What follows belongs to an exercise in optimizing a design on an open flow for small area, a short achievable clock period and few clock cycles per item; a production flow would make more cautious choices. Function was not checked in any run shown here: the RTL went through the layout flow alone. Power is estimated from default activity; no workload was simulated.

## flow/flow/run.sh

```bash
#!/bin/bash
set -euo pipefail
KNOBS="SETUP_SLACK_MARGIN=5.4 MATCH_CELL_FOOTPRINT=0"
bash standard.sh $KNOBS place > make_place.log 2>&1
PLACE_ODB=orfs/results/sky130hd/pov_panel_top/base/3_place.odb \
  openroad -no_init -exit flow/pin_flops.tcl > pin_flops.log 2>&1
bash standard.sh $KNOBS finish > make_finish.log 2>&1
```

## flow/flow/pin_flops.tcl

```tcl
# Move the flip-flop behind each output port's buffer next to that buffer,
# then legalise. Reads and rewrites the placed database named in PLACE_ODB.
read_db $::env(PLACE_ODB)
set block [ord::get_db_block]
set moved 0
foreach bterm [$block getBTerms] {
  if {[$bterm getIoType] ne "OUTPUT"} { continue }
  set net [$bterm getNet]
  set buf ""
  foreach it [$net getITerms] {
    if {[$it isOutputSignal]} { set buf [$it getInst] }
  }
  if {$buf eq ""} { continue }
  set in_net ""
  foreach it [$buf getITerms] {
    if {[$it isInputSignal] && [$it getNet] ne "NULL"} { set in_net [$it getNet] }
  }
  if {$in_net eq ""} { continue }
  set ff ""
  foreach it [$in_net getITerms] {
    if {[$it isOutputSignal]} { set ff [$it getInst] }
  }
  if {$ff eq ""} { continue }
  set mname [[$ff getMaster] getName]
  if {![string match "sky130_fd_sc_hd__*df*" $mname]} { continue }
  lassign [$buf getLocation] bx by
  $ff setLocation $bx $by
  $ff setPlacementStatus PLACED
  incr moved
  puts "moved [$ff getName] ($mname) to the buffer of [$bterm getName] at $bx $by"
}
puts "moved $moved flip-flops"
detailed_placement
check_placement -verbose
write_db $::env(PLACE_ODB)
```

## flow/standard.sh

```bash
#!/bin/bash
# synth_recipe.tcl (not shown) runs the flow's synth.tcl, then flattens the netlist and writes it again
# the make line also repeats each setting of config.mk as NAME=value (left out here)
make -C /OpenROAD-flow-scripts/flow DESIGN_CONFIG=/design/flow/config.mk WORK_HOME=/design/flow/orfs CLKGATE_MAP_FILE= SYNTH_SCRIPT=/design/flow/synth_recipe.tcl "${@:-finish}"
```

## flow/config.mk

```make
export PLATFORM = sky130hd
export DESIGN_NAME = pov_panel_top
export DESIGN_NICKNAME = pov_panel_top
export VERILOG_FILES = /design/flow/design.v
export SDC_FILE = /design/flow/constraint.sdc
export NUM_CORES = 4
export LEC_CHECK = 0
export CAP_MARGIN = 20
export CORE_MARGIN = 2
export CORE_UTILIZATION = 50
export CTS_BUF_LIST = sky130_fd_sc_hd__clkbuf_16
export CTS_CLUSTER_DIAMETER = 100
export CTS_CLUSTER_SIZE = 30
export SETUP_SLACK_MARGIN = 5
export SLEW_MARGIN = 20
export TNS_END_PERCENT = 100
```

## flow/constraint.sdc

```tcl
create_clock -name core_clock -period 8.0 [get_ports {clk_in}]
set_input_delay 1.6000 -clock core_clock [delete_from_list [all_inputs] [get_ports {clk_in}]]
set_output_delay 1.6000 -clock core_clock [all_outputs]
set_load 0.01 [all_outputs]
```

## flow/design.v

```verilog
module host_regs (
   input  logic                  clk_in,
   input  logic                  rst_in,
   input  logic                  host_req,
   input  logic                  host_sel,      
   input  logic [(1 + $clog2(8) + $clog2(16))-1:0] host_addr,
   input  logic [(3 * 3)-1:0]  host_wdata,
   input  logic [$clog2(16)-1:0]  ph,            
   output logic                  host_ack,
   output logic                  wr_en,         
   output logic [$clog2(8):0]    wr_ring,       
   output logic [(3 * 3)-1:0]  wr_data,
   output logic                  ctrl_enable,
   output logic [8-1:0] ctrl_unit
);
   logic [$clog2(16)-1:0] host_slot;
   logic                 idle_q;       
   logic                 take_ctrl;
   assign host_slot = {host_addr[$clog2(16)-2:0], host_addr[$clog2(16)-1]};
   assign take_ctrl = idle_q && host_req && !host_sel;
   assign wr_en     = idle_q && host_req && host_sel && (host_slot == ph);
   assign wr_ring   = host_addr[(1 + $clog2(8) + $clog2(16))-1:$clog2(16)];
   assign wr_data   = host_wdata;
   always_ff @(posedge clk_in) begin
      if (rst_in) begin
         host_ack    <= 1'b0;
         idle_q      <= 1'b1;
         ctrl_enable <= 1'b0;
         ctrl_unit   <= {{(8-1){1'b0}}, 1'b1};
      end else begin
         host_ack <= idle_q ? (take_ctrl || wr_en) : host_req;
         if (!idle_q) begin
            idle_q <= !host_req;
         end else if (take_ctrl || wr_en) begin
            idle_q <= 1'b0;
         end
         if (take_ctrl) begin
            ctrl_enable <= host_wdata[0];
            ctrl_unit   <= host_wdata[(8 + 1)-1:1];
         end
      end
   end
endmodule
module frame_memory (
   input  logic                  clk_in,
   input  logic                  wr_en,
   input  logic [$clog2(8):0]    wr_ring,
   input  logic [(3 * 3)-1:0]  wr_data,
   input  logic [$clog2(8)-1:0]  rd_row,
   input  logic [1:0]            rd_plane,
   output logic [2:0]            rd_top,
   output logic [2:0]            rd_bot
);
   localparam int NRING = 2 * 8;
   localparam int RBITS = 16 * (3 * 3);
   logic [(3 * 3)-1:0] tap [NRING];
   for (genvar g = 0; g < NRING; g++) begin : g_ring
      logic [RBITS-1:0] ring;
      always_ff @(posedge clk_in) begin
         ring <= {(wr_en && wr_ring == g) ? wr_data : ring[(3 * 3)-1:0],
                  ring[RBITS-1:(3 * 3)]};
      end
      assign tap[g] = ring[(3 * 3)-1:0];
   end
   logic [(3 * 3)-1:0] top_pix;
   logic [(3 * 3)-1:0] bot_pix;
   assign top_pix = tap[{1'b0, rd_row}];
   assign bot_pix = tap[{1'b1, rd_row}];
   always_comb begin
      case (rd_plane)
         2'd1:    begin
            rd_top = {top_pix[7], top_pix[4], top_pix[1]};
            rd_bot = {bot_pix[7], bot_pix[4], bot_pix[1]};
         end
         2'd2:    begin
            rd_top = {top_pix[8], top_pix[5], top_pix[2]};
            rd_bot = {bot_pix[8], bot_pix[5], bot_pix[2]};
         end
         default: begin
            rd_top = {top_pix[6], top_pix[3], top_pix[0]};
            rd_bot = {bot_pix[6], bot_pix[3], bot_pix[0]};
         end
      endcase
   end
endmodule
module scan_sequencer (
   input  logic                  clk_in,
   input  logic                  rst_in,
   input  logic                  enable,
   input  logic                  lit_free,     
   input  logic [2:0]            rd_top,
   input  logic [2:0]            rd_bot,
   output logic [$clog2(16)-1:0]  ph,
   output logic [$clog2(8)-1:0]  rd_row,
   output logic [1:0]            rd_plane,
   output logic [1:0]            lat_plane,    
   output logic                  lat_load_n,   
   output logic [2:0]            rgb0,
   output logic [2:0]            rgb1,
   output logic                  led_clk,
   output logic                  led_latch,
   output logic [$clog2(8)-1:0]  hub75_address
);
   localparam logic [1:0] S_IDLE  = 2'd0;    
   localparam logic [1:0] S_SHIFT = 2'd1;    
   localparam logic [1:0] S_DONE  = 2'd2;    
   logic [1:0]           sstate;
   logic                 turn;       
   logic [$clog2(8)-1:0] sh_row;     
   logic [1:0]           sh_plane;
   logic [$clog2(8)-1:0] lat_row;    
   logic                 allowed;
   logic                 latch_now;
   logic                 start;
   logic [5:0]           col_q;
   assign rd_row   = sh_row;
   assign rd_plane = sh_plane;
   assign lat_plane = (sh_plane == 2'd0) ? 2'd2 : sh_plane - 1'b1;
   assign lat_row   = ((sh_plane == 2'd2) || (sh_plane == 2'd1 && sstate != S_DONE))
                      ? sh_row : sh_row - 1'b1;
   assign allowed   = (sh_plane != 2'd0) || enable;
   assign latch_now = (sstate == S_DONE) && lit_free;
   assign start     = (ph == '0) && allowed && ((sstate == S_IDLE) || latch_now);
   always_ff @(posedge clk_in) begin
      ph <= ph + 1'b1;
   end
   always_ff @(posedge clk_in) begin
      if (rst_in) begin
         sstate    <= S_IDLE;
         turn      <= 1'b0;
         sh_row    <= '0;
         sh_plane  <= '0;
         led_clk    <= 1'b0;
         led_latch  <= 1'b0;
         lat_load_n <= 1'b1;
      end else begin
         led_clk    <= (sstate == S_SHIFT) && ph[0];
         led_latch  <= latch_now;
         lat_load_n <= !latch_now;
         case (sstate)
            S_IDLE: begin
               if (start) begin
                  sstate <= S_SHIFT;
                  turn   <= 1'b0;
               end
            end
            S_SHIFT: begin
               if (ph == '1) begin
                  turn <= 1'b1;
                  if (turn) begin
                     sstate <= S_DONE;
                     if (sh_plane == 2'd2) begin
                        sh_plane <= '0;
                        sh_row   <= sh_row + 1'b1;
                     end else begin
                        sh_plane <= sh_plane + 1'b1;
                     end
                  end
               end
            end
            S_DONE: begin
               if (latch_now) begin
                  sstate <= start ? S_SHIFT : S_IDLE;
                  turn   <= 1'b0;
               end
            end
            default: begin
               sstate <= S_IDLE;
            end
         endcase
      end
   end
   always_ff @(posedge clk_in) begin
      hub75_address <= lat_row;
   end
   always_ff @(posedge clk_in) begin
      col_q <= {rd_bot, rd_top};
      {rgb1, rgb0} <= turn ? {rd_bot, rd_top} : col_q;
   end
endmodule
module hub75_output (
   input  logic                  clk_in,
   input  logic                  rst_in,
   input  logic                  lat_load_n,   
   input  logic [1:0]            lat_plane,
   input  logic [8-1:0] unit,
   output logic                  lit_free,
   output logic                  led_output_enable
);
   logic [(8 + 3 - 1)-1:0] disp_cnt;
   logic [8-1:0] unit_n;
   logic [8-1:0] unit_q;
   logic [8-1:0] unit_l;
   logic                  lit_q;       
   assign unit_n   = (unit == '0) ? {{(8-1){1'b0}}, 1'b1} : unit;
   assign unit_l   = (lat_plane == 2'd0) ? unit_n : unit_q;
   assign lit_free = !lit_q || (disp_cnt == (8 + 3 - 1)'(1));
   always_ff @(posedge clk_in) begin
      if (rst_in) begin
         led_output_enable <= 1'b1;
         lit_q             <= 1'b0;
      end else begin
         led_output_enable <= lat_load_n && (!lit_q || disp_cnt == (8 + 3 - 1)'(1));
         lit_q             <= !lat_load_n || (lit_q && disp_cnt != (8 + 3 - 1)'(1));
      end
   end
   always_ff @(posedge clk_in) begin
      if (!lat_load_n) begin
         disp_cnt <= {{(3-1){1'b0}}, unit_l} << lat_plane;
         if (lat_plane == 2'd0) unit_q <= unit_n;
      end else begin
         disp_cnt <= disp_cnt - 1'b1;
      end
   end
endmodule
module pov_panel_top (
   input  logic                  clk_in,
   input  logic                  rst_in,
   input  logic                  host_req,
   input  logic                  host_sel,      
   input  logic [(1 + $clog2(8) + $clog2(16))-1:0] host_addr,     
   input  logic [(3 * 3)-1:0]  host_wdata,
   output logic                  host_ack,
   output logic [2:0]            rgb0,
   output logic [2:0]            rgb1,
   output logic                  led_clk,
   output logic                  led_latch,
   output logic                  led_output_enable,
   output logic [$clog2(8)-1:0]  hub75_address
);
   logic                  wr_en;
   logic [$clog2(8):0]    wr_ring;
   logic [(3 * 3)-1:0]  wr_data;
   logic                  ctrl_enable;
   logic [8-1:0] ctrl_unit;
   logic [$clog2(16)-1:0]  ph;
   logic [$clog2(8)-1:0]  rd_row;
   logic [1:0]            rd_plane;
   logic [2:0]            rd_top;
   logic [2:0]            rd_bot;
   logic [1:0]            lat_plane;
   logic                  lit_free;
   logic                  lat_load_n;
   host_regs u_host_regs (
      .clk_in      (clk_in),
      .rst_in      (rst_in),
      .host_req    (host_req),
      .host_sel    (host_sel),
      .host_addr   (host_addr),
      .host_wdata  (host_wdata),
      .ph          (ph),
      .host_ack    (host_ack),
      .wr_en       (wr_en),
      .wr_ring     (wr_ring),
      .wr_data     (wr_data),
      .ctrl_enable (ctrl_enable),
      .ctrl_unit   (ctrl_unit)
   );
   frame_memory u_frame_memory (
      .clk_in   (clk_in),
      .wr_en    (wr_en),
      .wr_ring  (wr_ring),
      .wr_data  (wr_data),
      .rd_row   (rd_row),
      .rd_plane (rd_plane),
      .rd_top   (rd_top),
      .rd_bot   (rd_bot)
   );
   scan_sequencer u_scan_sequencer (
      .clk_in        (clk_in),
      .rst_in        (rst_in),
      .enable        (ctrl_enable),
      .lit_free      (lit_free),
      .rd_top        (rd_top),
      .rd_bot        (rd_bot),
      .ph            (ph),
      .rd_row        (rd_row),
      .rd_plane      (rd_plane),
      .lat_plane     (lat_plane),
      .lat_load_n    (lat_load_n),
      .rgb0          (rgb0),
      .rgb1          (rgb1),
      .led_clk       (led_clk),
      .led_latch     (led_latch),
      .hub75_address (hub75_address)
   );
   hub75_output u_hub75_output (
      .clk_in            (clk_in),
      .rst_in            (rst_in),
      .lat_load_n        (lat_load_n),
      .lat_plane         (lat_plane),
      .unit              (ctrl_unit),
      .lit_free          (lit_free),
      .led_output_enable (led_output_enable)
   );
endmodule
```

==> qor.csv, run 1 <==
metric,value,unit
Initial DRT Pass Iterations,6,
dpl ws,3.19,ns
CTS tree,built,
PortBufs,33,
worst vdd rail ir drop,261,uV
average via count per standard cell,4.44,
Post-DP HPWL,44900,um
Lkg Pwr,22.5,nW
Die Span Y,326,um
hold crit path type,flop to flop,
Synth warnings,5,
# rows,118,
ANT nets after route,0,
DRC violations left,0,
sequential share of the synthesized area,0.917,
fin. max-slew vios,0,
routability cong.,0.774,
Synth Flop Type,dfxtp_1,
Post-synth EDFFs,8,
nets,3094,
Required @ worst endpoint,8.56,ns
simple-gate share of the synthesized area,0.0141,
H-tree level count,3,
total CTS buffers,88,
Syn Area/Cell,17.6,sq um
post-synthesis mux area share,0.0361,
crit path launch type,input port,
# Max-Cap Violations,0,
largest family of logic cells by synthesized area,multiplexers,
core area,0.103,sq mm
latest clock arrival within the worst-skew pair,0.69,ns
WL final,77800,um
CTS Sinks,2365,
synth top area cells,"dfxtp_1 (91%), mux2_2 (3.4%), edfxtp_1 (0.46%)",
Async SR Flop Fraction,0,
Avg WL per Cell,17.5,um
area growth from synthesis to layout,10.6,%
fmax,0.340,GHz
initial antenna violation count,6,
CP Class,input port to flop,
Syn Nets,2970,
share of layout cells above drive strength 1,0.132,
Synth cell types,55,
vias in the first global route,19596,
Boundary Pins,34,
# hold bufs at CTS,0,
complex-gate fraction of the synthesized area,0.0204,
crit end category,flop,
Cell Pwr Density,300,mW/mm^2
Initial Util,0.502,
reg-to-reg setup timing slack,5.31,ns
run status,timing/DRC/antenna clean,
fin crit period,2.94,ns
final worst setup slack,5.06,ns
"Clk pin slew, worst setup/hold paths",0.10,ns
R2R Path Start,u_scan_sequencer.sh_row[1],
Clock Tree Root,clkbuf_16,
WP data arrival,3.51,ns
Layout fillers,8034,
initial DRC count,1349,
CTS Buffer Depth,3,
xor and xnor fraction of the mapped netlist area,0.00285,
Tcrit/Tclk final,0.368,
first-pass GRT wire length,116000,um
post-synthesis register bit count,2365,
min-delay src,u_frame_memory.g_ring[3].ring[27],
Die Wd,326,um
Synth area leader,dfxtp_1,
worst-margin pin slew,0.943,ns
CP max FO,4,
total global routing overflow,0,
pin count of the biggest net entering global routing,32,
Clock Skew,0.0238,ns
# setup viols final,0,
Critical Path End,u_frame_memory.g_ring[14].ring[136],
crit path from,host_addr[2],
post-synthesis adder-cell area fraction,0.00387,
Vias,19732,
cell count after synthesis,2933,
Synth top area share,0.912,
mapped cell area,0.0517,sq mm
gr usage total,0.144,
RSZ-0062 raised after global routing,true,
Worst slew margin,0.369,
Worst R2R Path Depth,8,
final number of hold-violating endpoints,0,
die area,0.106,sq mm
RR Endpoint,u_scan_sequencer.rgb0[1],
Setup TNS Final,0,ns
## logic make-up (layout without fill, tap and decap cells)
| family | after synthesis | count (layout) |
|---|---|---|
| AO/OA/AOI/OAI | 148 | 148 |
| XOR/XNOR | 16 | 16 |
| adder cells (fa/ha/maj) | 16 | 16 |
| buffers and inverters | 78 | 207 |
| flip-flops | 2365 | 2365 |
| multiplexers | 167 | 167 |
| other | 0 | 3 |
| AND/OR/NAND/NOR | 143 | 145 |
## metal layers
layer  up-vias  wire length [um]  track usage
met3       170              3200       0.0262
li1       9608                 -            -
met2       382             33300        0.219
met1      9572             38500        0.207
met5         -                 0            0
met4         0              2870       0.0550
## report_power, final
part	internal (mW)	leakage [nW]	switching (mW)
registers	11.8	19.1	0.0314
logic	0.0569	2.35	0.0843
clock network	2.01	1.13	3.16
total	13.9	22.5	3.27
## what timing repair did
action,in CTS,in global routing
buffers inserted,24,11
gates cloned,5,5
endpoints found under the hold margin,0,0
resized for setup,162,59
pin swaps,20,20
setup endpoints to repair,169,151
## worst min path at each step
| stage | cells after the start | slack (ns) | to |
|---|---|---|---|
| floorplan | 0 | 0.31 | u_frame_memory.g_ring[0].ring[0] |
| global placement | 0 | 0.31 | u_frame_memory.g_ring[15].ring[114] |
| detailed placement | 0 | 0.31 | u_frame_memory.g_ring[10].ring[129] |
| CTS | 0 | 0.32 | u_frame_memory.g_ring[9].ring[2] |
| global route | 0 | 0.33 | u_frame_memory.g_ring[9].ring[2] |
| finish | 0 | 0.32 | u_frame_memory.g_ring[3].ring[18] |
## per-stage QoR
stage | area (sq um) | power [mW] | instances | utilization | hold WS [ns]
2_1_floorplan | 51900 | 12.2 | 2933 | - | 0.310
3_3_place_gp | 53800 | 12.2 | 4302 | 0.522 | 0.310
3_5_place_dp | 53800 | 12.3 | 4302 | 0.522 | 0.312
4_1_cts | 56800 | 17.3 | 4428 | 0.551 | 0.323
5_1_grt | 57200 | 17.7 | 4445 | 0.555 | 0.331
6_report | 57200 | 17.2 | 4447 | 0.555 | 0.323
## critical path, stage by stage
cell and delay (ns):
buf_8 0.10, xnor2_4 0.17, nand4_4 0.10, or4_4 0.69, nor3b_4 0.32, clkbuf_16 0.21
mux2_4 0.29
## sequential cells by signal, summed over array words and instances, names as in the netlist, 2 cells and up
name and count:
u_hub75_output.disp_cnt 10, u_scan_sequencer.sh_row 3, u_scan_sequencer.rgb0 3, u_frame_memory.g_ring.ring 2304, u_scan_sequencer.hub75_address 3, u_host_regs.ctrl_unit 8
u_hub75_output.unit_q 8, u_scan_sequencer.col_q 6, u_scan_sequencer.rgb1 3, u_scan_sequencer.sstate 2, u_scan_sequencer.ph 4, u_scan_sequencer.sh_plane 2
## cell usage after synthesis, types with 2 or more instances
master       n
xnor2_1     12
nand2_2      6
nor3_1       9
a211o_1      4
a22o_1       5
a211oi_1     7
a32oi_1      2
a21oi_1     32
nand3_1     16
nor2_1      34
a41oi_1      2
nand3b_1     6
nor2b_1      7
nand2b_1     3
a31oi_1      9
buf_2        6
nor3b_1      5
buf_4        4
nand2_1     38
a22oi_1     27
edfxtp_1     8
xor2_1       3
clkbuf_1    39
ha_1        16
o31ai_1      5
or4_1        3
and2_1       2
mux2_2     155
nor4_1       5
o211ai_1     3
a21o_1       3
a222oi_1    11
mux2i_1     12
buf_1        4
inv_1       25
dfxtp_1   2357
o21ai_0     13
or2_2        2
a221oi_1    12
o22ai_1      4
o32ai_1      3
## cells in the final DEF (no fill, tap or decap), drive strengths merged, types with 4 or more instances in the layout
master and instances:
a31oi 9, edfxtp 8, clkdlybuf4s50 4, xnor2 13
mux2i 12, dfxtp 2357, a21oi 32, clkbuf 100
a22o 5, o22ai 4, a211o 4, o21ai 13
nor2 35, o31ai 5, ha 16, nand2 46
a211oi 7, inv 28, nand3 16, nand3b 6
nor3 10, buf 67, mux2 155, nor4 6
a22oi 27, a221oi 12, nor3b 5, a222oi 11
nor2b 7
## cell type report
cell class | instances | area (sq um) | area share
Timing Repair Buffer | 85 | 1010 | 0.0176
Multi-Input combinational cell | 492 | 4650 | 0.0812
Antenna cell | 3 | 7.51 | 0.000131
Sequential cell | 2365 | 47500 | 0.829
Tap cell | 1380 | 1730 | 0.0302
Clock inverter | 9 | 101 | 0.00177
Clock buffer | 88 | 2200 | 0.0385
Inverter | 25 | 101 | 0.00177
==> run 2, diff against run 1 <==
--- a/flow/config.mk
+++ b/flow/config.mk
@@ -6,4 +6,5 @@
 export NUM_CORES = 4
 export LEC_CHECK = 0
+export ABC_CLOCK_PERIOD_IN_PS = 2700
 export CAP_MARGIN = 20
 export CORE_MARGIN = 2
==> run 2 against run 1 <==
  * Still clean
  * Total power did not move
  * Sequential cell count did not move
  * Non-clock buffer count did not move
  * Synthesized area did not move
  * Via count did not move
  * First-iteration DRC count did not move
  * Critical path depth did not move
  * Critical endpoint unchanged
  * Highest routed layer unchanged
==> qor.csv, run 2 <==
metric,value,unit,change
leading cell type by number of instances after synthesis,dfxtp_1,,unchanged
post-synthesis register bit count,2365,,unchanged
core area,0.103,sq mm,unchanged
area growth from synthesis to layout,10.6,%,unchanged
most frequent cells in the layout,"dfxtp_1 (2343), mux2_2 (111), clkbuf_16 (96)",,unchanged
sw frac,0.191,,unchanged
H-tree level count,3,,unchanged
Synth area leader,dfxtp_1,,unchanged
synth top area cells,"dfxtp_1 (91%), mux2_2 (3.4%), edfxtp_1 (0.46%)",,unchanged
# Max-Cap Violations,0,,unchanged
total global routing overflow,0,,unchanged
final number of hold-violating endpoints,0,,unchanged
max reg flops,2304,,unchanged
# rows,118,,unchanged
complex-gate fraction of the synthesized area,0.0204,,unchanged
die area,0.106,sq mm,unchanged
min-delay src,u_frame_memory.g_ring[3].ring[27],,unchanged
share of layout cells above drive strength 1,0.132,,unchanged
mapped cell area,0.0517,sq mm,unchanged
cell count after synthesis,2933,,unchanged
Synth top area share,0.912,,unchanged
Synth cell types,55,,unchanged
Vias,19732,,unchanged
Switch Pwr,3.27,mW,unchanged
routability cong.,0.774,,unchanged
clock share of power,0.301,,about the same
fmax,0.340,GHz,unchanged
Required @ worst endpoint,8.56,ns,about the same
placed cells,4302,,unchanged
run status,timing/DRC/antenna clean,,unchanged
total CTS buffers,88,,unchanged
Initial Util,0.502,,unchanged
initial DRC count,1349,,unchanged
Post-synth EDFFs,8,,unchanged
CP max FO,4,,unchanged
R2R Path Start,u_scan_sequencer.sh_row[1],,unchanged
"Clk pin slew, worst setup/hold paths",0.10,ns,about the same
Setup TNS Final,0,ns,unchanged
# setup viols final,0,,unchanged
Top reg by flops,u_frame_memory.g_ring.ring,,unchanged
Post-DP HPWL,44900,um,unchanged
Die Span Y,326,um,unchanged
pin count of the biggest net entering global routing,32,,unchanged
crit path launch type,input port,,unchanged
Pint,13.9,mW,unchanged
Boundary Pins,34,,unchanged
Syn Nets,2970,,unchanged
WL final,77800,um,unchanged
latest clock arrival within the worst-skew pair,0.69,ns,about the same
vias in the first global route,19596,,unchanged
fin. max-slew vios,0,,unchanged
RR Endpoint,u_scan_sequencer.rgb0[1],,unchanged
Tcrit/Tclk final,0.368,,unchanged
worst-margin pin slew,0.943,ns,unchanged
fin crit period,2.94,ns,unchanged
CTS tree,built,,unchanged
Worst path slowest cell,or4_4,,unchanged
Final Non-Filler Cells,4447,,unchanged
hold crit path type,flop to flop,,unchanged
Worst path max stage delay,0.69,ns,about the same
largest family of logic cells by synthesized area,multiplexers,,unchanged
crit end category,flop,,unchanged
post-synthesis adder-cell area fraction,0.00387,,unchanged
CTS Sinks,2365,,unchanged
Synth warnings,5,,unchanged
Comb pwr share,0.008,,about the same
Syn Area/Cell,17.6,sq um,unchanged
WP data arrival,3.51,ns,about the same
xor and xnor fraction of the mapped netlist area,0.00285,,unchanged
Worst slew margin,0.369,,unchanged
initial antenna violation count,6,,unchanged
sequential power share,0.691,,about the same
Clock Skew,0.0238,ns,unchanged
"most common cell after layout, fill and taps aside",dfxtp_1,,unchanged
sequential share of the synthesized area,0.917,,unchanged
ANT nets after route,0,,unchanged
Die Wd,326,um,unchanged
CP Class,input port to flop,,unchanged
post-synthesis mux area share,0.0361,,unchanged
Clock Tree Root,clkbuf_16,,unchanged
gr usage total,0.144,,unchanged
simple-gate share of the synthesized area,0.0141,,unchanged
Initial DRT Pass Iterations,6,,unchanged
Lkg Pwr,22.5,nW,unchanged
PortBufs,33,,unchanged
leading registers by flop count,"u_frame_memory.g_ring.ring x2304, u_hub75_output.disp_cnt x10",,unchanged
Async SR Flop Fraction,0,,unchanged
# hold bufs at CTS,0,,unchanged
Cell Pwr Density,300,mW/mm^2,unchanged
reg-to-reg setup timing slack,5.31,ns,about the same
Worst R2R Path Depth,8,,unchanged
hold-critical path endpoint,u_frame_memory.g_ring[3].ring[18],,unchanged
RSZ-0062 raised after global routing,true,,unchanged
Commonest cells post-synth,"dfxtp_1 (2357), mux2_2 (155), clkbuf_1 (39)",,unchanged
worst vdd rail ir drop,261,uV,unchanged
Avg WL per Cell,17.5,um,unchanged
DRC violations left,0,,unchanged
Synth Flop Type,dfxtp_1,,unchanged
CTS Buffer Depth,3,,unchanged
CP cell instances,buf_8 -> xnor2_4 -> nand4_4 -> or4_4 -> nor3b_4 -> clkbuf_16 -> mux2_4,,unchanged
hold path depth,0,,unchanged
first-pass GRT wire length,116000,um,unchanged
nets,3094,,unchanged
average via count per standard cell,4.44,,unchanged
==> run 2: cell counts in the layout (fill, tap and decap cells not counted) <==
No cell type changed its count.
==> run 2: area by class of cell <==
class | count | area, sq um
tap | 1380 | 1730
multi-input combinational | 492 | 4650
timing repair buffer | 85 | 1010
clock inverter | 9 | 101
inverter | 25 | 101
clock buffer | 88 | 2200
sequential | 2365 | 47500
antenna | 3 | 7.51
fill | 8034 | 45800
==> run 2: what timing repair did <==
item | in CTS | in global routing
buffers inserted | 24 | 11
hold endpoints to repair | 0 | 0
pin swaps | 20 | 20
setup endpoints to repair | 169 | 151
cloned | 5 | 5
resized for setup | 162 | 59
==> run 2: worst max path at each step <==
stage	start	end	slack (ns)	depth (start not counted)
finish	host_addr[2]	u_frame_memory.g_ring[14].ring[136]	5.06	7
global route	host_addr[0]	u_frame_memory.g_ring[14].ring[135]	5.08	7
floorplan	host_addr[1]	u_frame_memory.g_ring[12].ring[135]	4.67	6
detailed placement	host_addr[1]	u_frame_memory.g_ring[13].ring[139]	3.19	6
global placement	host_addr[1]	u_frame_memory.g_ring[13].ring[143]	3.23	6
CTS	host_addr[2]	u_frame_memory.g_ring[14].ring[135]	5.08	7
==> run 2: metal layers <==
| metal | routed length (um) | share of wire | vias up | track usage |
|---|---|---|---|---|
| met5 | 0 | 0 | - | 0 |
| met4 | 2870 | 0.037 | 0 | 0.0550 |
| met3 | 3200 | 0.041 | 170 | 0.0262 |
| met2 | 33300 | 0.43 | 382 | 0.219 |
| met1 | 38500 | 0.49 | 9572 | 0.207 |
| li1 | - | - | 9608 | - |
==> run 2: power groups by stage <==
stage	registers, mW	logic (mW)	clock network, mW
after floorplan	12.1	0.0785	0
after global placement	12.1	0.127	0
after detailed placement	12.1	0.133	0
after CTS	11.8	0.139	5.32
after global routing	11.9	0.151	5.72
final	11.8	0.141	5.17
==> run 2: logic make-up (layout without fill, tap and decap cells) <==
| group | count (synthesis) | count (layout) |
|---|---|---|
| buf+inv | 78 | 207 |
| xor+xnor | 16 | 16 |
| flops | 2365 | 2365 |
| other cells | 0 | 3 |
| mux | 167 | 167 |
| compound gates | 148 | 148 |
| simple gates | 143 | 145 |
| fa+ha+maj | 16 | 16 |
==> run 2: stage by stage <==
step                      setup slack [ns]  area (sq um)  power, mW   util  hold slack [ns]
after floorplan                       4.67         51900       12.2      -            0.310
after global placement                3.23         53800       12.2  0.522            0.310
after detailed placement              3.19         53800       12.3  0.522            0.312
after CTS                             5.08         56800       17.3  0.551            0.323
after global routing                  5.08         57200       17.7  0.555            0.331
final                                 5.06         57200       17.2  0.555            0.323
==> run 2: critical path, delay by kind of cell <==
kind	cells	cell delay (ns)
buffers and inverters	2	0.31
xor gates and xnor gates	1	0.17
muxes	1	0.29
and+or+nand+nor	3	1.11
==> run 3, diff against run 2 <==
--- a/flow/config.mk
+++ b/flow/config.mk
@@ -6,5 +6,5 @@
 export NUM_CORES = 4
 export LEC_CHECK = 0
-export ABC_CLOCK_PERIOD_IN_PS = 2700
+export ABC_AREA = 1
 export CAP_MARGIN = 20
 export CORE_MARGIN = 2
==> run 3 against run 2 <==
  * Still clean on timing, DRC and antenna
  * Register-to-register slack gained 0.25 ns
  * Cell count grew 12%
  * Critical path depth shrank 6
  * Via count grew 11%
  * Sequential share of layout area shrank 0.50 points
  * Sequential cell count is the same
  * Cell area grew 0.58%
  * First-iteration DRC count grew 28%
  * Non-clock buffer count shrank 3
  * Total power grew 0.57%
  * Utilization shrank 0.077 points
  * Highest routed layer unchanged
==> qor.csv, run 3 <==
metric,value,unit,change
CP cell instances,buf_6,,was buf_8 -> xnor2_4 -> nand4_4 -> or4_4 -> nor3b_4 -> clkbuf_16 -> mux2_4
area taken by multi-input logic gates,0.00481,sq mm,was 0.00465 sq mm
fin crit period,2.74,ns,was 2.94 ns
# setup viols final,0,,unchanged
Syn Nets,3504,,was 2970
most frequent cells in the layout,"dfxtp_1 (2347), nand2_1 (511), nand3_1 (219)",,"was dfxtp_1 (2343), mux2_2 (111), clkbuf_16 (96)"
total CTS buffers,88,,unchanged
clock share of power,0.303,,was 0.301
Commonest cells post-synth,"dfxtp_1 (2357), nand2_1 (521), nand3_1 (229)",,"was dfxtp_1 (2357), mux2_2 (155), clkbuf_1 (39)"
overall power,17.3,mW,was 17.2 mW
Clock Skew,0.0312,ns,was 0.0238 ns
simple-gate share of the synthesized area,0.0706,,was 0.0141
sw frac,0.192,,was 0.191
Synth Flop Type,dfxtp_1,,unchanged
Avg WL per Cell,16.5,um,was 17.5 um
Synth area leader,dfxtp_1,,unchanged
CTS tree,built,,unchanged
Async SR Flop Fraction,0,,unchanged
Top reg by flops,u_frame_memory.g_ring.ring,,unchanged
synth top area cells,"dfxtp_1 (90%), nand2_1 (3.7%), nand3_1 (2.2%)",,"was dfxtp_1 (91%), mux2_2 (3.4%), edfxtp_1 (0.46%)"
PortBufs,33,,unchanged
CP Class,flop to output port,,was input port to flop
Synth cell types,37,,was 55
fmax,0.365,GHz,was 0.340 GHz
Cell Pwr Density,300,mW/mm^2,about the same
sequential power share,0.687,,was 0.691
pin count of the biggest net entering global routing,61,,was 32
worst vdd rail ir drop,211,uV,was 261 uV
first-pass GRT wire length,120000,um,was 116000 um
Die Span Y,328,um,was 326 um
RSZ-0062 raised after global routing,true,,unchanged
Switch Pwr,3.32,mW,was 3.27 mW
Lkg Pwr,23.6,nW,was 22.5 nW
total global routing overflow,0,,unchanged
Worst path max stage delay,0.34,ns,was 0.69 ns
initial antenna violation count,11,,was 6
WP data arrival,1.14,ns,was 3.51 ns
Worst slew margin,0.402,,was 0.369
Seq. cell area,0.0474,sq mm,was 0.0475 sq mm
# Max-Cap Violations,0,,unchanged
leading registers by flop count,"u_frame_memory.g_ring.ring x2304, u_hub75_output.disp_cnt x10",,unchanged
share of layout cells above drive strength 1,0.0691,,was 0.132
DRC violations left,0,,unchanged
Layout fillers,8162,,was 8034
nets,3617,,was 3094
critical path's top delay family,flip-flops,,was simple AND/OR/NAND/NOR gates
Synth warnings,5,,unchanged
mapped cell area,0.0524,sq mm,was 0.0517 sq mm
"most common cell after layout, fill and taps aside",dfxtp_1,,unchanged
max reg flops,2304,,unchanged
Die Wd,328,um,was 326 um
cell count after synthesis,3467,,was 2933
post-synthesis register bit count,2365,,unchanged
H-tree level count,3,,unchanged
CP max FO,1,,was 4
Syn Area/Cell,15.1,sq um,was 17.6 sq um
Comb pwr share,0.010,,was 0.008
CTS Sinks,2365,,unchanged
worst-margin pin slew,0.896,ns,was 0.943 ns
Initial Util,0.505,,was 0.502
ANT nets after route,0,,unchanged
latest clock arrival within the worst-skew pair,0.69,ns,about the same
Hold WS,0.307,ns,was 0.323 ns
Boundary Pins,34,,unchanged
CTS Buffer Depth,3,,unchanged
Final Non-Filler Cells,4974,,was 4447
post-synthesis mux area share,0.000191,,was 0.0361
Setup TNS Final,0,ns,unchanged
WL final,81900,um,was 77800 um
fin. max-slew vios,0,,unchanged
Post-DP HPWL,49200,um,was 44900 um
leading cell type by number of instances after synthesis,dfxtp_1,,unchanged
hold crit path type,flop to flop,,unchanged
largest family of logic cells by synthesized area,simple AND/OR/NAND/NOR gates,,was multiplexers
Layout Utilization,0.555,,about the same
"Buf+Inv Stages, Crit Path",1,,was 2
complex-gate fraction of the synthesized area,0.00685,,was 0.0204
crit end category,output port,,was flop
xor and xnor fraction of the mapped netlist area,0.00201,,was 0.00285
Clock Tree Root,clkbuf_16,,unchanged
Post-synth EDFFs,8,,unchanged
initial DRC count,1720,,was 1349
Required @ worst endpoint,6.40,ns,was 8.56 ns
core area,0.104,sq mm,was 0.103 sq mm
Initial DRT Pass Iterations,5,,was 6
Worst path slowest cell,dfxtp_2,,was or4_4
Vias,21844,,was 19732
crit path launch type,flop,,was input port
die area,0.107,sq mm,was 0.106 sq mm
sequential share of the synthesized area,0.905,,was 0.917
final number of hold-violating endpoints,0,,unchanged
routability cong.,0.802,,was 0.774
Synth top area share,0.901,,was 0.912
area growth from synthesis to layout,9.89,%,was 10.6%
average via count per standard cell,4.39,,was 4.44
placed cells,4828,,was 4302
gr usage total,0.150,,was 0.144
# rows,118,,unchanged
post-synthesis adder-cell area fraction,0.00382,,was 0.00387
run status,timing/DRC/antenna clean,,unchanged
vias in the first global route,19852,,was 19596
"Clk pin slew, worst setup/hold paths",0.11,ns,was 0.10 ns
Tcrit/Tclk final,0.343,,was 0.368
Pint,13.9,mW,about the same
==> run 3: what timing repair did <==
action / 4_1_cts / 5_1_grt
pin swaps: 1 / 19
hold buffers: 0 / 0
setup endpoints to repair: 177 / 170
gates cloned: 7 / 6
buffers inserted: 9 / 20
gates resized for setup: 114 / 63
==> run 3: per-layer routing <==
metal / wire length, um / vias to the layer above / GRT usage
met5: 0 / - / 0
met2: 32000 / 496 / 0.205
li1: - / 10934 / -
met3: 4480 / 127 / 0.0275
met1: 42900 / 10287 / 0.235
met4: 2410 / 0 / 0.0550
==> run 3: cell type report <==
cell class / count / share of cell area
Antenna cell: 4 / 0.000174
Clock inverter: 10 / 0.00174
Timing Repair inverter: 2 / 0.000435
Inverter: 59 / 0.00437
Multi-Input combinational cell: 982 / 0.0835
Tap cell: 1380 / 0.0300
Sequential cell: 2365 / 0.824
Clock buffer: 90 / 0.0391
Timing Repair Buffer: 82 / 0.0168
==> run 3: power by group through the flow <==
stage	clock [mW]	sequential [mW]	combinational, mW
after detailed placement	0	12.1	0.158
after floorplan	0	12.1	0.0977
after global placement	0	12.1	0.154
final	5.23	11.8	0.178
after global routing	5.82	11.9	0.194
after CTS	5.41	11.8	0.166
==> run 3: kinds of logic after synthesis <==
logic type	count (synthesis)
flip-flops	2365
AND/OR/NAND/NOR	888
buffers and inverters	121
AO/OA/AOI/OAI	64
adder cells (fa/ha/maj)	16
XOR/XNOR	12
multiplexers	1
==> run 3: final timing paths <==
kind	endpoint	depth (start not counted)	from	slack [ns]
max	host_ack	1	u_host_regs.host_ack	5.26
max reg2reg	u_scan_sequencer.rgb1[0]	12	u_scan_sequencer.sh_row[0]	5.56
min	u_frame_memory.g_ring[2].ring[75]	0	u_frame_memory.g_ring[2].ring[84]	0.31
min reg2reg	u_frame_memory.g_ring[2].ring[75]	0	u_frame_memory.g_ring[2].ring[84]	0.31
==> run 3: metrics by stage <==
step                instance area, sq um  setup slack (ns)
detailed placement                 54100              3.89
floorplan                          52400              5.35
global route                       57600              5.20
global placement                   54100              3.93
CTS                                56900              5.19
finish                             57600              5.26
==> run 4, diff against run 3 <==
--- a/flow/design.v
+++ b/flow/design.v
@@ -11,15 +11,18 @@
    output logic [$clog2(8):0]    wr_ring,       
    output logic [(3 * 3)-1:0]  wr_data,
+   output logic                  pend_v,
    output logic                  ctrl_enable,
    output logic [8-1:0] ctrl_unit
 );
+   logic [$clog2(16)-1:0] pend_slot;    
    logic [$clog2(16)-1:0] host_slot;
+   logic [$clog2(16)-1:0] ph_next;
    logic                 idle_q;       
    logic                 take_ctrl;
+   logic                 take_pix;
    assign host_slot = {host_addr[$clog2(16)-2:0], host_addr[$clog2(16)-1]};
+   assign ph_next   = ph + 1'b1;
    assign take_ctrl = idle_q && host_req && !host_sel;
-   assign wr_en     = idle_q && host_req && host_sel && (host_slot == ph);
-   assign wr_ring   = host_addr[(1 + $clog2(8) + $clog2(16))-1:$clog2(16)];
-   assign wr_data   = host_wdata;
+   assign take_pix  = idle_q && host_req && host_sel && !pend_v;
    always_ff @(posedge clk_in) begin
       if (rst_in) begin
@@ -29,8 +32,8 @@
          ctrl_unit   <= {{(8-1){1'b0}}, 1'b1};
       end else begin
-         host_ack <= idle_q ? (take_ctrl || wr_en) : host_req;
+         host_ack <= idle_q ? (take_ctrl || take_pix) : host_req;
          if (!idle_q) begin
             idle_q <= !host_req;
-         end else if (take_ctrl || wr_en) begin
+         end else if (take_ctrl || take_pix) begin
             idle_q <= 1'b0;
          end
@@ -41,4 +44,14 @@
       end
    end
+   always_ff @(posedge clk_in) begin
+      pend_v <= take_pix || (pend_v && !wr_en);
+      wr_en  <= take_pix ? (host_slot == ph_next)
+                         : (pend_v && !wr_en && (pend_slot == ph_next));
+      if (idle_q && !pend_v) begin
+         pend_slot <= host_slot;
+         wr_ring   <= host_addr[(1 + $clog2(8) + $clog2(16))-1:$clog2(16)];
+         wr_data   <= host_wdata;
+      end
+   end
 endmodule
 module frame_memory (
@@ -88,4 +101,5 @@
    input  logic                  rst_in,
    input  logic                  enable,
+   input  logic                  pend_v,       
    input  logic                  lit_free,     
    input  logic [2:0]            rd_top,
@@ -105,13 +119,18 @@
    localparam logic [1:0] S_SHIFT = 2'd1;    
    localparam logic [1:0] S_DONE  = 2'd2;    
+   localparam logic [1:0] S_TURN2 = 2'd3;    
    logic [1:0]           sstate;
+   logic                 shifting;
    logic                 turn;       
    logic [$clog2(8)-1:0] sh_row;     
    logic [1:0]           sh_plane;
    logic [$clog2(8)-1:0] lat_row;    
+   logic                 fresh;      
    logic                 allowed;
    logic                 latch_now;
    logic                 start;
    logic [5:0]           col_q;
+   assign shifting = (sstate == S_SHIFT) || (sstate == S_TURN2);
+   assign turn     = (sstate == S_TURN2);
    assign rd_row   = sh_row;
    assign rd_plane = sh_plane;
@@ -119,5 +138,5 @@
    assign lat_row   = ((sh_plane == 2'd2) || (sh_plane == 2'd1 && sstate != S_DONE))
                       ? sh_row : sh_row - 1'b1;
-   assign allowed   = (sh_plane != 2'd0) || enable;
+   assign allowed   = (sh_plane != 2'd0) || (enable && !fresh);
    assign latch_now = (sstate == S_DONE) && lit_free;
    assign start     = (ph == '0) && allowed && ((sstate == S_IDLE) || latch_now);
@@ -128,5 +147,4 @@
       if (rst_in) begin
          sstate    <= S_IDLE;
-         turn      <= 1'b0;
          sh_row    <= '0;
          sh_plane  <= '0;
@@ -134,34 +152,30 @@
          led_latch  <= 1'b0;
          lat_load_n <= 1'b1;
+         fresh      <= 1'b1;
       end else begin
-         led_clk    <= (sstate == S_SHIFT) && ph[0];
+         led_clk    <= shifting && ph[0];
          led_latch  <= latch_now;
          lat_load_n <= !latch_now;
+         if (!pend_v) fresh <= 1'b0;
          case (sstate)
             S_IDLE: begin
-               if (start) begin
-                  sstate <= S_SHIFT;
-                  turn   <= 1'b0;
-               end
+               if (start) sstate <= S_SHIFT;
             end
             S_SHIFT: begin
+               if (ph == '1) sstate <= S_TURN2;
+            end
+            S_TURN2: begin
                if (ph == '1) begin
-                  turn <= 1'b1;
-                  if (turn) begin
-                     sstate <= S_DONE;
-                     if (sh_plane == 2'd2) begin
-                        sh_plane <= '0;
-                        sh_row   <= sh_row + 1'b1;
-                     end else begin
-                        sh_plane <= sh_plane + 1'b1;
-                     end
+                  sstate <= S_DONE;
+                  if (sh_plane == 2'd2) begin
+                     sh_plane <= '0;
+                     sh_row   <= sh_row + 1'b1;
+                  end else begin
+                     sh_plane <= sh_plane + 1'b1;
                   end
                end
             end
             S_DONE: begin
-               if (latch_now) begin
-                  sstate <= start ? S_SHIFT : S_IDLE;
-                  turn   <= 1'b0;
-               end
+               if (latch_now) sstate <= start ? S_SHIFT : S_IDLE;
             end
             default: begin
@@ -232,4 +246,5 @@
    logic [$clog2(8):0]    wr_ring;
    logic [(3 * 3)-1:0]  wr_data;
+   logic                  pend_v;
    logic                  ctrl_enable;
    logic [8-1:0] ctrl_unit;
@@ -254,4 +269,5 @@
       .wr_ring     (wr_ring),
       .wr_data     (wr_data),
+      .pend_v      (pend_v),
       .ctrl_enable (ctrl_enable),
       .ctrl_unit   (ctrl_unit)
@@ -271,4 +287,5 @@
       .rst_in        (rst_in),
       .enable        (ctrl_enable),
+      .pend_v        (pend_v),
       .lit_free      (lit_free),
       .rd_top        (rd_top),
==> flow/flow/run.sh (replaced) <==
#!/bin/bash
set -euo pipefail
KNOBS="SETUP_SLACK_MARGIN=5.4 MATCH_CELL_FOOTPRINT=0"
bash standard.sh $KNOBS BUFFER_PORTS_ARGS="-buffer_cell sky130_fd_sc_hd__buf_1" place > make_place.log 2>&1
PLACE_ODB=orfs/results/sky130hd/pov_panel_top/base/3_place.odb \
  openroad -no_init -exit flow/pin_flops.tcl > pin_flops.log 2>&1
bash standard.sh $KNOBS finish > make_finish.log 2>&1
--- a/flow/config.mk
+++ b/flow/config.mk
@@ -6,5 +6,4 @@
 export NUM_CORES = 4
 export LEC_CHECK = 0
-export ABC_AREA = 1
 export CAP_MARGIN = 20
 export CORE_MARGIN = 2
==> run 4 against run 3 <==
  * Setup slack worse by 0.033 ns
  * Total power is 2.8% higher
  * Non-clock buffer count shrank 19
  * Clock-buffer cell count is 2 higher
  * Sequential power up 3%
  * Critical endpoint is now rgb0[0]
  * Synthesized cell count is 15% lower
  * Sequential share of layout area increased by 2.2 points
  * Largest cell class unchanged
  * Still clean on timing, DRC and antenna
==> qor.csv, run 4 <==
metric,value,unit,change
run status,timing/DRC/antenna clean,,unchanged
CTS tree,built,,unchanged
CP max FO,1,,unchanged
fin crit period,2.77,ns,was 2.74 ns
total CTS buffers,89,,was 88
# setup viols final,0,,unchanged
Worst path max stage delay,0.34,ns,about the same
Initial DRT Pass Iterations,8,,was 5
Commonest cells post-synth,"dfxtp_1 (2359), mux2_2 (157), nor2_1 (45)",,"was dfxtp_1 (2357), nand2_1 (521), nand3_1 (229)"
CTS Sinks,2384,,was 2365
Synth Flop Type,dfxtp_1,,unchanged
Tcrit/Tclk final,0.347,,was 0.343
H-tree level count,3,,unchanged
"Buf+Inv Stages, Crit Path",1,,unchanged
die area,0.107,sq mm,about the same
final number of hold-violating endpoints,0,,unchanged
CP Class,flop to output port,,unchanged
ANT nets after route,0,,unchanged
fmax,0.361,GHz,was 0.365 GHz
DRC violations left,0,,unchanged
Synth top area share,0.903,,was 0.901
routability cong.,0.919,,was 0.802
Boundary Pins,34,,unchanged
WP data arrival,1.17,ns,was 1.14 ns
share of layout cells above drive strength 1,0.108,,was 0.0691
# rows,118,,unchanged
post-synthesis register bit count,2384,,was 2365
Layout fillers,8070,,was 8162
Async SR Flop Fraction,0,,unchanged
Post-DP HPWL,49600,um,was 49200 um
initial DRC count,1262,,was 1720
first-pass GRT wire length,117000,um,was 120000 um
"Clk pin slew, worst setup/hold paths",0.11,ns,about the same
hold crit path type,flop to flop,,unchanged
latest clock arrival within the worst-skew pair,0.71,ns,was 0.69 ns
"most common cell after layout, fill and taps aside",dfxtp_1,,unchanged
area growth from synthesis to layout,8.61,%,was 9.89%
Vias,19696,,was 21844
core area,0.104,sq mm,about the same
most frequent cells in the layout,"dfxtp_1 (2348), mux2_2 (156), clkbuf_16 (92)",,"was dfxtp_1 (2347), nand2_1 (511), nand3_1 (219)"
Clock Tree Root,clkbuf_16,,unchanged
Post-synth EDFFs,25,,was 8
Avg WL per Cell,17.7,um,was 16.5 um
Syn Nets,2978,,was 3504
crit end category,output port,,unchanged
WL final,78700,um,was 81900 um
worst vdd rail ir drop,244,uV,was 211 uV
Worst slew margin,0.207,,was 0.402
CTS Buffer Depth,3,,unchanged
pin count of the biggest net entering global routing,32,,was 61
vias in the first global route,19421,,was 19852
fin. max-slew vios,0,,unchanged
CP cell instances,buf_6,,unchanged
total global routing overflow,0,,unchanged
nets,3083,,was 3617
Setup TNS Final,0,ns,unchanged
cell count after synthesis,2941,,was 3467
Syn Area/Cell,17.8,sq um,was 15.1 sq um
worst-margin pin slew,1.19,ns,was 0.896 ns
Die Wd,327,um,was 328 um
Initial Util,0.504,,was 0.505
Hold WS,0.295,ns,was 0.307 ns
crit path launch type,flop,,unchanged
PortBufs,33,,unchanged
Required @ worst endpoint,6.40,ns,about the same
max reg flops,2304,,unchanged
Die Span Y,327,um,was 328 um
sequential share of the synthesized area,0.918,,was 0.905
Synth cell types,57,,was 37
Cell Pwr Density,312,mW/mm^2,was 300 mW/mm^2
RSZ-0062 raised after global routing,true,,unchanged
leading cell type by number of instances after synthesis,dfxtp_1,,unchanged
# hold bufs at CTS,0,,unchanged
Lkg Pwr,22.4,nW,was 23.6 nW
Clock Skew,0.0450,ns,was 0.0312 ns
# Max-Cap Violations,0,,unchanged
initial antenna violation count,3,,was 11
critical path's top delay family,flip-flops,,unchanged
gr usage total,0.147,,was 0.150
average via count per standard cell,4.43,,was 4.39
synth top area cells,"dfxtp_1 (90%), mux2_2 (3.4%), edfxtp_1 (1.4%)",,"was dfxtp_1 (90%), nand2_1 (3.7%), nand3_1 (2.2%)"
mapped cell area,0.0523,sq mm,was 0.0524 sq mm
Synth warnings,5,,unchanged
Worst path slowest cell,dfxtp_2,,unchanged
leading registers by flop count,"u_frame_memory.g_ring.ring x2304, u_hub75_output.disp_cnt x10, u_host_regs.wr_data x9",,"was u_frame_memory.g_ring.ring x2304, u_hub75_output.disp_cnt x10"
Synth area leader,dfxtp_1,,unchanged
Top reg by flops,u_frame_memory.g_ring.ring,,unchanged
-- run 4: changes by cell type after synthesis, moves of 27 or more --
cell      change
a22oi_1      +27
nand3_1     -217
nor2_1       -62
mux2_2      +157
inv_1        -30
nand2_1     -498
clkbuf_1     +28
-- run 4: timing repair --
action                     CTS  global route
setup buffers                3            13
gates resized for setup     59            20
pin swaps                    1             5
setup endpoints to repair   25            21
-- run 4: path summary, 6_finish.rpt --
| check | cells after the start | slack (ns) | to | startpoint |
|---|---|---|---|---|
| setup / recovery | 1 | 5.23 | rgb0[0] | u_scan_sequencer.rgb0[0] |
| hold reg to reg | 0 | 0.30 | u_frame_memory.g_ring[0].ring[43] | u_frame_memory.g_ring[0].ring[52] |
| setup reg to reg | 8 | 5.41 | u_scan_sequencer.rgb1[0] | u_scan_sequencer.sh_row[1] |
| hold / removal | 0 | 0.30 | u_frame_memory.g_ring[0].ring[43] | u_frame_memory.g_ring[0].ring[52] |
-- run 4: final cells by class --
class                           instances  area [sq um]  area share
Antenna cell                            6          15.0    0.000264
Clock buffer                           92          2300      0.0406
Clock inverter                         11          71.3     0.00126
Inverter                               26           101     0.00179
Multi-Input combinational cell        482          4090      0.0720
Sequential cell                      2384         48000       0.845
Tap cell                             1380          1730      0.0304
Timing Repair Buffer                   63           472     0.00831
-- run 4: power by group --
group          leakage, nW  total (mW)  internal [mW]  switching [mW]
Clock                 1.19        5.25           2.09            3.16
Sequential            19.2        12.2           12.1           0.147
Combinational         1.92       0.239         0.0839           0.155
-- run 4: logic make-up (layout without fill, tap and decap cells) --
logic type | after synthesis | in the layout | share of synthesized area
buf+inv | 75 | 192 | 0.00577
compound gates | 148 | 148 | 0.0207
simple gates | 126 | 126 | 0.0118
other cells | 0 | 6 | 0
mux | 174 | 174 | 0.0371
xor+xnor | 18 | 18 | 0.00302
fa+ha+maj | 16 | 16 | 0.00383
flops | 2384 | 2384 | 0.918
-- run 4: metrics by stage --
| stage | setup slack (ns) | power, mW | utilization | instances | cell area [sq um] |
|---|---|---|---|---|---|
| final | 5.23 | 17.7 | 0.548 | 4444 | 56800 |
| after global routing | 5.17 | 18.4 | 0.548 | 4438 | 56800 |
| after CTS | 5.17 | 17.9 | 0.546 | 4424 | 56600 |
| after detailed placement | 4.31 | 12.8 | 0.521 | 4318 | 54000 |
| after global placement | 4.56 | 12.7 | 0.521 | 4317 | 54000 |
| after floorplan | 5.45 | 12.6 | - | 2941 | 52300 |
-- run 4: metal layers --
metal	GRT usage	wire length [um]	vias to the layer above
met5	0	0	-
met4	0.0619	2910	0
met3	0.0251	3740	157
met2	0.221	33500	401
met1	0.210	38500	9512
li1	-	-	9626
==> run 5, diff against run 4 <==
==> flow/flow/run.sh (replaced) <==
#!/bin/bash
set -euo pipefail
KNOBS="SETUP_SLACK_MARGIN=5.4 MATCH_CELL_FOOTPRINT=0"
bash standard.sh $KNOBS place > make_place.log 2>&1
PLACE_ODB=orfs/results/sky130hd/pov_panel_top/base/3_place.odb \
  openroad -no_init -exit flow/pin_flops.tcl > pin_flops.log 2>&1
bash standard.sh $KNOBS finish > make_finish.log 2>&1
==> run 5 against run 4 <==
  * Non-clock buffer count up 11
  * Clock-buffer cell count shrank 2
  * Critical endpoint is now rgb1[0]
  * Worst hold slack better by 0.025 ns
==> qor.csv, run 5 <==
metric,value,unit,change
mapped cell area,0.0523,sq mm,unchanged
crit end category,output port,,unchanged
Lkg Pwr,22.5,nW,was 22.4 nW
Initial DRT Pass Iterations,5,,was 8
CP Class,flop to output port,,unchanged
Avg WL per Cell,17.6,um,was 17.7 um
hold crit path type,flop to flop,,unchanged
area growth from synthesis to layout,9.27,%,was 8.61%
most frequent cells in the layout,"dfxtp_1 (2351), mux2_2 (155), clkbuf_16 (92)",,"was dfxtp_1 (2348), mux2_2 (156), clkbuf_16 (92)"
Top reg by flops,u_frame_memory.g_ring.ring,,unchanged
Vias,19753,,was 19696
average via count per standard cell,4.44,,was 4.43
sequential share of the synthesized area,0.918,,unchanged
gr usage total,0.146,,was 0.147
fin. max-slew vios,0,,unchanged
core area,0.104,sq mm,unchanged
total global routing overflow,0,,unchanged
CTS Sinks,2384,,unchanged
overall power,17.7,mW,about the same
initial DRC count,1396,,was 1262
post-synthesis register bit count,2384,,unchanged
CP cell instances,buf_2,,was buf_6
Die Wd,327,um,unchanged
Cell Pwr Density,311,mW/mm^2,was 312 mW/mm^2
ANT nets after route,0,,unchanged
DRC violations left,0,,unchanged
Synth Flop Type,dfxtp_1,,unchanged
nets,3094,,was 3083
cell count after synthesis,2941,,unchanged
RSZ-0062 raised after global routing,true,,unchanged
Worst path slowest cell,dfxtp_2,,unchanged
total CTS buffers,89,,unchanged
first-pass GRT wire length,117000,um,about the same
fin crit period,2.74,ns,was 2.77 ns
critical path's top delay family,flip-flops,,unchanged
die area,0.107,sq mm,unchanged
Synth cell types,57,,unchanged
Async SR Flop Fraction,0,,unchanged
Post-synth EDFFs,25,,unchanged
Die Span Y,327,um,unchanged
synth top area cells,"dfxtp_1 (90%), mux2_2 (3.4%), edfxtp_1 (1.4%)",,unchanged
fmax,0.365,GHz,was 0.361 GHz
dpl ws,4.70,ns,was 4.31 ns
Setup TNS Final,0,ns,unchanged
vias in the first global route,19415,,was 19421
Commonest cells post-synth,"dfxtp_1 (2359), mux2_2 (157), nor2_1 (45)",,unchanged
share of layout cells above drive strength 1,0.114,,was 0.108
H-tree level count,3,,unchanged
placed cells,4323,,was 4318
worst-margin pin slew,1.12,ns,was 1.19 ns
run status,timing/DRC/antenna clean,,unchanged
WP data arrival,1.14,ns,was 1.17 ns
Clock Skew,0.0241,ns,was 0.0450 ns
PortBufs,33,,unchanged
initial antenna violation count,5,,was 3
pin count of the biggest net entering global routing,41,,was 32
WL final,78400,um,was 78700 um
CTS tree,built,,unchanged
worst vdd rail ir drop,182,uV,was 244 uV
Initial Util,0.504,,unchanged
crit path launch type,flop,,unchanged
latest clock arrival within the worst-skew pair,0.69,ns,was 0.71 ns
Tcrit/Tclk final,0.342,,was 0.347
Worst path max stage delay,0.32,ns,was 0.34 ns
routability cong.,0.815,,was 0.919
Worst slew margin,0.251,,was 0.207
# rows,118,,unchanged
Syn Nets,2978,,unchanged
final worst setup slack,5.26,ns,was 5.23 ns
Clock Tree Root,clkbuf_16,,unchanged
# setup viols final,0,,unchanged
# Max-Cap Violations,0,,unchanged
Layout fillers,7972,,was 8070
Post-DP HPWL,48800,um,was 49600 um
Syn Area/Cell,17.8,sq um,unchanged
leading registers by flop count,"u_frame_memory.g_ring.ring x2304, u_hub75_output.disp_cnt x10, u_host_regs.wr_data x9",,unchanged
Synth area leader,dfxtp_1,,unchanged
Boundary Pins,34,,unchanged
"Buf+Inv Stages, Crit Path",1,,unchanged
"most common cell after layout, fill and taps aside",dfxtp_1,,unchanged
CP max FO,1,,unchanged
Hold WS,0.320,ns,was 0.295 ns
final number of hold-violating endpoints,0,,unchanged
Final Non-Filler Cells,4452,,was 4444
Synth top area share,0.903,,unchanged
Required @ worst endpoint,6.40,ns,about the same
max reg flops,2304,,unchanged
Synth warnings,5,,unchanged
CTS Buffer Depth,3,,unchanged
leading cell type by number of instances after synthesis,dfxtp_1,,unchanged
"Clk pin slew, worst setup/hold paths",0.10,ns,was 0.11 ns
## run 5: timing repair
| action | 4_1_cts | 5_1_grt |
|---|---|---|
| setup endpoints to repair | 25 | 20 |
| resized for setup | 76 | 25 |
| buffers inserted | 8 | 13 |
| cloned | 0 | 2 |
| hold buffers | 0 | 0 |
| pin swaps | 8 | 6 |
| hold endpoints to repair | 0 | 0 |
## run 5: routing by layer
layer	GRT usage	up-vias	part of all wire	wire, um
met5	0	-	0.00017	13
met4	0.0570	2	0.041	3230
met3	0.0268	166	0.047	3720
met2	0.217	424	0.42	33000
met1	0.211	9528	0.49	38500
li1	-	9633	-	-
## run 5: final timing paths
kind | slack, ns | endpoint | depth (start not counted) | startpoint
min reg2reg | 0.32 | u_frame_memory.g_ring[7].ring[24] | 0 | u_frame_memory.g_ring[7].ring[33]
max | 5.26 | rgb1[0] | 1 | u_scan_sequencer.rgb1[0]
min | 0.32 | u_frame_memory.g_ring[7].ring[24] | 0 | u_frame_memory.g_ring[7].ring[33]
max reg2reg | 5.36 | u_scan_sequencer.rgb1[1] | 9 | u_scan_sequencer.sh_row[2]
## run 5: final cells by class
| type | instances | area (sq um) | area share |
|---|---|---|---|
| clock inverter | 12 | 116 | 0.00204 |
| timing repair buffer | 74 | 753 | 0.0132 |
| multi-input combinational | 482 | 4160 | 0.0728 |
| inverter | 26 | 104 | 0.00182 |
| antenna | 4 | 10.0 | 0.000175 |
| sequential | 2384 | 48000 | 0.840 |
| tap | 1380 | 1730 | 0.0302 |
| clock buffer | 90 | 2250 | 0.0394 |
## run 5: cells by family (layout without fill, tap and decap cells)
group                    after synthesis  count (layout)  synth area share
AO/OA/AOI/OAI                        148             148            0.0207
XOR/XNOR                              18              18           0.00302
AND/OR/NAND/NOR                      126             126            0.0118
adder cells (fa/ha/maj)               16              16           0.00383
other                                  0               4                 0
buffers and inverters                 75             202           0.00577
multiplexers                         174             174            0.0371
flip-flops                          2384            2384             0.918
## run 5: report_power, final
part / switching (mW) / internal (mW) / leakage, nW
sequential: 0.123 / 12.1 / 19.2
combinational: 0.190 / 0.0914 / 2.05
clock: 3.19 / 2.06 / 1.18
total: 3.50 / 14.2 / 22.5
## run 5: per-stage QoR
step                cell area, sq um  utilization
finish                         57100        0.551
CTS                            56800        0.548
global placement               54300        0.524
detailed placement             54300        0.524
global route                   57100        0.551
floorplan                      52300            -
## run 5: worst register-to-register path, cell delays in order (launching register included)
cell and delay, ns:
dfxtp_4 0.39, buf_12 0.11, clkinvlp_4 0.09, ha_4 0.20, buf_12 0.14, buf_4 0.14, a222oi_1 0.84, a41oi_2 0.25
nor2_1 0.25, a211oi_4 0.09

==> afterwards: timing with drivers on the ports <==
The flow's constraints put no driver on any port. The routed layouts listed below were extracted and timed again, unchanged, in two steps.
Step 1: set_driving_cell puts a clkbuf_16 on clk_in and a buf_2 on each other input, an assumption about the parent block.
Step 2, shift: input delay + t, output delay - t, t = (earliest + latest rising clock arrival at the registers) / 2. This alone moves slack from input paths to output paths.
Slacks: no drivers / after step 1 / after step 2; pairs: no drivers / after step 1.
run | shift t [ns] | slack for setup (ns) | latest minus earliest clock arrival (ns) | slew at the worst register clock pin (ns) | cell pins on the clock port's net
run 1 | 0.738 | 5.056 / 5.080 / 4.342 | 0.034 / 0.034 | 0.11 / 0.11 | 1
run 2 | 0.738 | 5.056 / 5.080 / 4.342 | 0.034 / 0.034 | 0.11 / 0.11 | 1
run 3 | 0.743 | 5.260 / 5.198 / 4.650 | 0.042 / 0.042 | 0.11 / 0.11 | 1
run 4 | 0.752 | 5.227 / 5.159 / 5.044 | 0.049 / 0.049 | 0.11 / 0.11 | 1
run 5 | 0.746 | 5.260 / 5.194 / 4.802 | 0.029 / 0.029 | 0.11 / 0.11 | 1
After both steps every run listed still meets setup and hold.
